What follows belongs to an exercise in optimizing a design on an open flow for small area, a short achievable clock period and few clock cycles per item; a production flow would make more cautious choices. Function was not checked in any run shown here: the RTL went through the layout flow alone.

==> flow/design.v (outline; a module is shown in full before it is edited, if it fits) <==
// module mlp_seq_accel: 835 lines
module mlp_seq_accel (
  input  logic        clk,
  input  logic        reset,
  input  logic        start,
  output logic [9:0]  x_addr,
  input  logic [31:0] x_data,
  output logic [19:0] w_addr,
  input  logic [31:0] w_data,
  output logic        rd_en,
  output logic        busy,
  output logic        done,
  output logic [3:0]  predicted_digit,
  output logic [31:0] max_score
);
  // ...
==> flow/flow/run.sh <==
#!/bin/bash
set -uo pipefail
bash standard.sh SETUP_SLACK_MARGIN=9.0 \
  "CTS_ARGS=-sink_clustering_enable -repair_clock_nets -dont_use_dummy_load -sink_clustering_size 24 -sink_clustering_max_diameter 100" \
  finish > flow_make.log 2>&1
==> flow/standard.sh <==
#!/bin/bash
# synth_recipe.tcl (not shown) runs the flow's synth.tcl, then flattens the netlist and writes it again
# the make line also repeats each setting of config.mk as NAME=value (left out here)
make -C /OpenROAD-flow-scripts/flow DESIGN_CONFIG=/design/flow/config.mk WORK_HOME=/design/flow/orfs CLKGATE_MAP_FILE= SYNTH_SCRIPT=/design/flow/synth_recipe.tcl "${@:-finish}"
==> flow/config.mk <==
export PLATFORM = sky130hd
export DESIGN_NAME = mlp_seq_accel
export DESIGN_NICKNAME = mlp_seq_accel
export VERILOG_FILES = /design/flow/design.v
export SDC_FILE = /design/flow/constraint.sdc
export NUM_CORES = 4
export LEC_CHECK = 0
export CAP_MARGIN = 20
export CORE_MARGIN = 2
export CORE_UTILIZATION = 45
export SLEW_MARGIN = 20
==> flow/constraint.sdc <==
create_clock -name core_clock -period 13.0 [get_ports {clk}]
set_input_delay 2.6000 -clock core_clock [delete_from_list [all_inputs] [get_ports {clk}]]
set_output_delay 2.6000 -clock core_clock [all_outputs]
set_load 0.01 [all_outputs]
==> summary.md, run 1 <==
| Metric | Value |
|---|---|
| Postcts setup bufs | 14 |
| Worst r2r src | s_q[36]$_DFF_P_ |
| Top Layer Used | met5 |
| Max Clock Skew | 0.0764 ns |
| Insertion delay to the later sink of the worst-skew pair | 0.72 ns |
| Total negative slack | 0 ns |
| Placed Area | 0.0635 mm^2 |
| DP Wirelength | 127000 um |
| Seq area share | 41.4% |
| Final min period | approximately 4 ns |
| Mean area per synthesized cell | 10.8 um^2 |
| R2r endpoint | acc_q[64]$_DFFE_PP_ |
| I/O Pins | 136 |
| FMAX | 244 MHz |
| Fin. Hold Viols | 0 |
| Synth Area in Compound Gates | 17.5% |
| Min-Delay Endpoint | ring_q[1][46]$_DFF_P_ |
| Via count | 44000 |
| CTS tree | done |
| DR WL/cell | 26.1 um |
| Setup WS pre-CTS | 7.81 ns |
| Commonest cells post-synth | dfxtp_1, inv_1, a22o_1 |
| Max-slew headroom | 21.9% |
| Mapped Area | 0.0609 mm^2 |
| WL met2 | 82300 um |
| ANT cells | 0 |
| Reg2reg path depth | 16 |
| Hold_ws | 0.295 ns |
| CP Launch Type | flop |
| Clock root cell | clkbuf_16 |
| Drt via density | between 6 and 7 |
| Full die area | 0.138 mm^2 |
| Filler cell count | 12200 |
| Outcome | no timing/DRC/antenna violations |
| Max incr delay on CP | 0.57 ns |
| Max stage delay cell, worst path | fa_1 |
==> inputs of run 2 (changes only) <==
--- a/flow/design.v
+++ b/flow/design.v
@@ -15,18 +15,17 @@
   localparam logic [3:0] S_IDLE = 4'd0, S_B2 = 4'd1, S_B1 = 4'd2, S_W1 = 4'd3,
                          S_W2 = 4'd4, S_FL = 4'd5, S_W2L = 4'd6, S_EVW = 4'd7,
                          S_EV = 4'd8;
   localparam logic [2:0] T_NONE = 3'd0, T_RFIRST = 3'd1, T_RADD = 3'd2,
                          T_CLR = 3'd3, T_ACC = 3'd4, T_FLUSH = 3'd5, T_EVAL = 3'd6;
   logic [3:0]  st_q, st_n;
   logic [3:0]  k_q, k_n;
   logic [6:0]  h_q, h_n;
-  logic [6:0]  g_q, g_n;
-  logic [9:0]  i_q, i_n;
+  logic [6:0]  g_n;    
   logic [16:0] wp_q, wp_n;
   logic [3:0]  po_q, po_n;
   logic [3:0]  hs_q;
   logic        busy_q, done_q, go_q;
   logic [9:0]  xa_q, xa_n;
   logic [19:0] wa_q, wa_n;
   logic        rd_q, rd_n;
   logic [2:0]  tag0_q, tag0_n, tag1_q, tag2_q;
@@ -34,43 +33,39 @@
   logic        accept;
   logic [12:0] w2row;
   assign accept = start && !busy_q && !done_q;
   assign po_n   = (po_q == 4'd9) ? 4'd0 : po_q + 4'd1;
   always_comb begin
     st_n = st_q;
     k_n  = k_q;
     h_n  = h_q;
-    g_n  = g_q;
-    i_n  = i_q;
     wp_n = wp_q;
     case (st_q)
       S_IDLE: if (go_q) begin
-        st_n = S_B2; k_n = 4'd0; h_n = 7'd0; g_n = 7'd0; i_n = 10'd0; wp_n = 17'd0;
+        st_n = S_B2; k_n = 4'd0; h_n = 7'd0; wp_n = 17'd0;
       end
       S_B2: begin
         k_n = k_q + 4'd1;
         if (k_q == 4'd9) st_n = S_B1;
       end
       S_B1: begin
-        st_n = S_W1; i_n = 10'd0;
+        st_n = S_W1;
       end
       S_W1: begin
-        i_n  = i_q + 10'd1;
         wp_n = wp_q + 17'd1;
-        if (i_q == 10'd783) begin
+        if (xa_q == 10'd784) begin
           k_n = 4'd0;
           if (h_q == 7'd0) begin st_n = S_B1; h_n = h_q + 7'd1; end
           else st_n = S_W2;
         end
       end
       S_W2: begin
         k_n = k_q + 4'd1;
         if (k_q == 4'd9) begin
-          g_n = g_q + 7'd1;
           k_n = 4'd0;
           if (h_q == 7'd127) st_n = S_FL;
           else begin st_n = S_B1; h_n = h_q + 7'd1; end
         end
       end
       S_FL: begin
         k_n = k_q + 4'd1;
         if (k_q == 4'd2) begin st_n = S_W2L; k_n = 4'd0; end
@@ -86,20 +81,21 @@
       S_EV: begin
         k_n = k_q + 4'd1;
         if (k_q == 4'd9) st_n = S_IDLE;
       end
       default: st_n = S_IDLE;
     endcase
   end
   assign w2row = 13'd785 + {9'd0, po_n};
+  assign g_n   = (st_n == S_W2L) ? h_n : h_n - 7'd1;
   always_comb begin
     rd_n   = 1'b0;
     tag0_n = T_NONE;
-    xa_n   = (st_n == S_W1) ? i_n + 10'd1 : 10'd0;
+    xa_n   = (st_n == S_W1) ? xa_q + 10'd1 : 10'd0;
     wa_n   = {3'd0, wp_n};
     case (st_n)
       S_B2:  begin rd_n = 1'b1; tag0_n = T_RFIRST; wa_n = {16'h18D8, po_n}; end
       S_B1:  begin rd_n = 1'b1; tag0_n = T_CLR;    wa_n = {13'd784, h_n}; end
       S_W1:  begin rd_n = 1'b1; tag0_n = T_ACC; end
       S_W2, S_W2L: begin rd_n = 1'b1; tag0_n = T_RADD; wa_n = {w2row, g_n}; end
       S_FL:  tag0_n = (k_n == 4'd0) ? T_FLUSH : T_NONE;
       S_EV:  tag0_n = T_EVAL;
@@ -135,18 +131,16 @@
       f_ringwr_q <= (tag2_q == T_RADD) || (tag2_q == T_RFIRST);
       f_act_q    <= (tag2_q == T_CLR) || (tag2_q == T_FLUSH);
       f_eval_q   <= (tag2_q == T_EVAL);
     end
   end
   always_ff @(posedge clk) begin
     k_q  <= k_n;
     h_q  <= h_n;
-    g_q  <= g_n;
-    i_q  <= i_n;
     wp_q <= wp_n;
     xa_q <= xa_n;
     wa_q <= wa_n;
   end
   logic [31:0] xp_q, a_q, am;
   logic [33:0] a3_q;
   logic [10:0] bs1_q, bs2_q, bs3_q, bs4_q, bneg_q;
   logic [31:0] act_q;
==> run 2 against run 1 <==
Register-to-register slack worse by 0.07 ns. Largest cell class unchanged. Sequential share of layout area down 0.33 points. Still clean on timing, DRC and antenna.
==> summary.md, run 2 <==
| Metric | Value |
|---|---|
| Dominant cells by area after synthesis | dfxtp_1, fa_1, edfxtp_1 (was dfxtp_1, fa_1, a22o_1) |
| GP Congestion | 0.897 (was 0.909) |
| CTS tree | done (unchanged) |
| Max-slew headroom | 25.6% (was 21.9%) |
| Htree depth | 3 (unchanged) |
| DR WL/cell | 25.1 um (was 26.1 um) |
| First-pass GRT wire length | 266000 um (was 278000 um) |
| Die height | 368 um (was 372 um) |
| Max Clock Skew | 0.0717 ns (was 0.0764 ns) |
| Tot GR Track Use | 25.8% (was 26.9%) |
| Filler cell count | 11800 (was 12200) |
| Max reg flops | 710 (unchanged) |
| Share of layout cells above drive strength 1 | 10.6% (was 8.39%) |
| RSZ-0062 raised after global routing | yes (unchanged) |
| Nets | 6042 (was 6156) |
| # DRC | 0 (unchanged) |
| Final worst setup slack | 8.83 ns (was 8.90 ns) |
| Min-delay worst type | reg2reg (unchanged) |
| CTS clk-pin slew, worst paths | 0.09 ns (was 0.10 ns) |
| Crit end category | flop (unchanged) |
| Fin crit share | 32.1% (was 31.5%) |
| Commonest cells post-synth | dfxtp_1, inv_1, a22o_1 (unchanged) |
| Area grow syn2layout | 10.1% (was 8.13%) |
| Met3 wire len | 23300 um (was 20500 um) |
| Initial core utilization | 45.3% (was 45.1%) |
| Mapped Area | 0.0596 mm^2 (was 0.0609 mm^2) |
| Number of unique standard cell types used by synthesis | 88 (was 101) |
| Final setup violation count | 0 (unchanged) |
| Vias in the first global route | 40900 (was 42500) |
| Final instance area | 0.0656 mm^2 (was 0.0659 mm^2) |
| Drt via density | 5.85 (was 6.03) |
| Commonest non-fill, non-tap cell in the layout | dfxtp_1 (unchanged) |
| Hold buffer count at cts | 0 (unchanged) |
| FMAX | 240 MHz (was 244 MHz) |
| Placed Area | 0.0623 mm^2 (was 0.0635 mm^2) |
| Most flops, register | ring_q (unchanged) |
| Slew Limit Fails | 0 (unchanged) |
| DP Wirelength | 121000 um (was 127000 um) |
| Largest net degree at the start of global routing | 68 (was 70) |
| Largest regs | ring_q (710), acc_q (72), s_q (64) (unchanged) |
| Core footprint | 0.131 mm^2 (was 0.135 mm^2) |
| Placed insts | 7022 (was 7206) |
| Cell with the most instances after synthesis | dfxtp_1 (unchanged) |
| Critical Path Fanout Max | 5 (was 4) |
| Worst EP arrival | 4.74 ns (was 4.49 ns) |
| Full die area | 0.135 mm^2 (was 0.138 mm^2) |
| WL met2 | 71700 um (was 82300 um) |
| Crit Path Class | reg2reg (unchanged) |
| I/O Pins | 136 (unchanged) |
| Slew @ Worst Pin | 1.12 ns (was 1.17 ns) |
| Top FF cell, synth | dfxtp_1 (unchanged) |
| Setup WS pre-CTS | 8.02 ns (was 7.81 ns) |
| Max_cap viols | 0 (unchanged) |
| Yosys top cell by area | dfxtp_1 (unchanged) |
| Yosys reg bits | 1270 (was 1287) |
| Sink Count | 1270 (was 1287) |
| Via count | 41900 (was 44000) |
| Routed length on met1 | 78600 um (was 79000 um) |
| Initial antenna violation count | 6 (was 9) |
| Die width | 368 um (was 372 um) |
| DRT antenna net count | 0 (unchanged) |
| Fin. Hold Viols | 0 (unchanged) |
| Initial DRC Count | 4716 (was 4884) |
| Total negative slack | 0 ns (unchanged) |
| Cell Count, Final, Fillers Out | 7162 (was 7301) |
| Mean area per synthesized cell | 10.9 um^2 (was 10.8 um^2) |
| Congestion Overflow GR | 0 (unchanged) |
| Critical Path RT | 13.57 ns (was 13.39 ns) |
| I/O Buffers | 132 (unchanged) |
| Ys async rst share | 5.28% (was 5.21%) |
| Post-Synthesis Cells | 5465 (was 5643) |
| Final wirelength | 180000 um (was 191000 um) |
| Top Layer Used | met5 (unchanged) |
| Final min period | 4.17 ns (was 4.10 ns) |
| CTS Buf Count | 66 (was 67) |
| Most frequent cells in the layout | dfxtp_1, inv_1, a22o_1 (unchanged) |
| CP Launch Type | flop (unchanged) |
| Floorplan row count | 133 (was 135) |
| Clock root cell | clkbuf_16 (unchanged) |
| Top-area cell type share of the netlist area | 36.8% (was 36.5%) |
| CTS Buffer Depth | 3 (unchanged) |
| Synth warn | 2 (unchanged) |
| Outcome | no timing/DRC/antenna violations (unchanged) |
| Insertion delay to the later sink of the worst-skew pair | 0.70 ns (was 0.72 ns) |
| Post-synth EDFFs | 108 (unchanged) |
| Seq/Total Area, Yosys | 45.1% (was 44.6%) |
| DR pass1 iterations | 7 (was 6) |
run 2: changes by cell type after synthesis, sizes merged, moves of 17 or more:
cell / delta
dfxtp: -17
nand2: -28
o311ai: -25
a21oi: -21
o32ai: +27
a31oi: -18
run 2: critical path: stages (launching register included):
cell	delay, ns
dfrtp_4	0.55
buf_16	0.17
a22oi_2	0.18
fa_1	0.44
inv_2	0.07
fa_2	0.22
inv_2	0.05
fa_2	0.38
nor2b_4	0.13
o2111ai_2	0.15
and3_4	0.19
or4b_4	0.53
a21oi_4	0.24
a41o_1	0.24
o41ai_2	0.08
xnor2_1	0.16
mux2_4	0.27
run 2: repair_timing:
item	in CTS	in global routing
pin swaps	56	70
gates resized for setup	264	118
gates cloned	5	3
setup buffers	42	22
setup endpoints to repair	204	120
run 2: cell families (layout without fill, tap and decap cells):
family	Yosys count	after routing	share of synthesized area, %
AOI/OAI and AO/OA	1289	1289	16.8
DFF	1270	1270	45.1
buffers and inverters	920	857	5.83
and+or+nand+nor	761	762	6.13
adders and majority gates	571	571	16.2
xor gates and xnor gates	533	533	7.83
muxes	120	120	2.18
other	1	5	0.00629
run 2: layer usage:
layer	vias to the layer above	GRT usage (%)
met5	-	0
met4	6	8.27
met3	451	10.4
met2	2225	35.9
met1	20400	36.4
li1	18900	-
run 2: final timing paths:
kind / from / end / slack [ns] / depth (start not counted)
min reg2reg: ring_q[8][43]$_DFF_P_ / ring_q[7][43]$_DFF_P_ / 0.31 / 0
max reg2reg: f_radd_q$_DFF_PP0_ / ring_q[9][70]$_DFF_P_ / 8.83 / 16
min: ring_q[8][43]$_DFF_P_ / ring_q[7][43]$_DFF_P_ / 0.31 / 0
max in group asynchronous: reset / score_q[31]$_DFFE_PP0P_ / 9.91 / 3
max: f_radd_q$_DFF_PP0_ / ring_q[9][70]$_DFF_P_ / 8.83 / 16
min in group asynchronous: reset / rd_q$_DFF_PP0_ / 2.48 / 3
run 2: through the flow:
stage | util (%) | hold slack, ns
2_1_floorplan | - | 0.310
3_3_place_gp | 47.4 | 0.310
3_5_place_dp | 47.4 | 0.312
4_1_cts | 49.4 | 0.301
5_1_grt | 49.9 | 0.300
6_report | 49.9 | 0.308
run 2: cell type report:
| type | count | area, um^2 | share of cell area, % |
|---|---|---|---|
| Antenna cell | 2 | 5.00 | 0.00763 |
| Tap cell | 1755 | 2200 | 3.35 |
| Sequential cell | 1270 | 26900 | 41.1 |
| Inverter | 508 | 1910 | 2.91 |
| Timing Repair Buffer | 283 | 2660 | 4.05 |
| Clock buffer | 66 | 1650 | 2.52 |
| Multi-Input combinational cell | 3278 | 30200 | 46.1 |

==> afterwards: timing with drivers on the ports <==
How much do the figures lean on ideal ports? The routed layouts below were timed once more, with nothing changed but the port constraints. Step 1 (the two cells are an assumption about what drives the block):
set clk [get_ports {clk}]
set_driving_cell -lib_cell sky130_fd_sc_hd__clkbuf_16 $clk
set_driving_cell -lib_cell sky130_fd_sc_hd__buf_2 [delete_from_list [all_inputs] $clk]
Step 2 moves the port delays by t, midway between the first and last clock arrival at a register: inputs arrive t later, outputs are due t later. That takes back most of the time a late clock gives input paths. a / b / c = no drivers / after step 1 / after step 2; a / b = the first two.
| run | t (ns) | slack for setup (ns) | latest minus earliest clock arrival (ns) | worst register clock-pin slew, ns | worst slew at a driven data input, ns |
|---|---|---|---|---|---|
| run 1 | 0.758 | 8.900 / 8.900 / 8.900 | 0.086 / 0.085 | 0.10 / 0.10 | 0.09 |
| run 2 | 0.733 | 8.829 / 8.829 / 8.829 | 0.072 / 0.072 | 0.10 / 0.10 | 0.06 |
After both steps setup and hold are still met in every run listed.
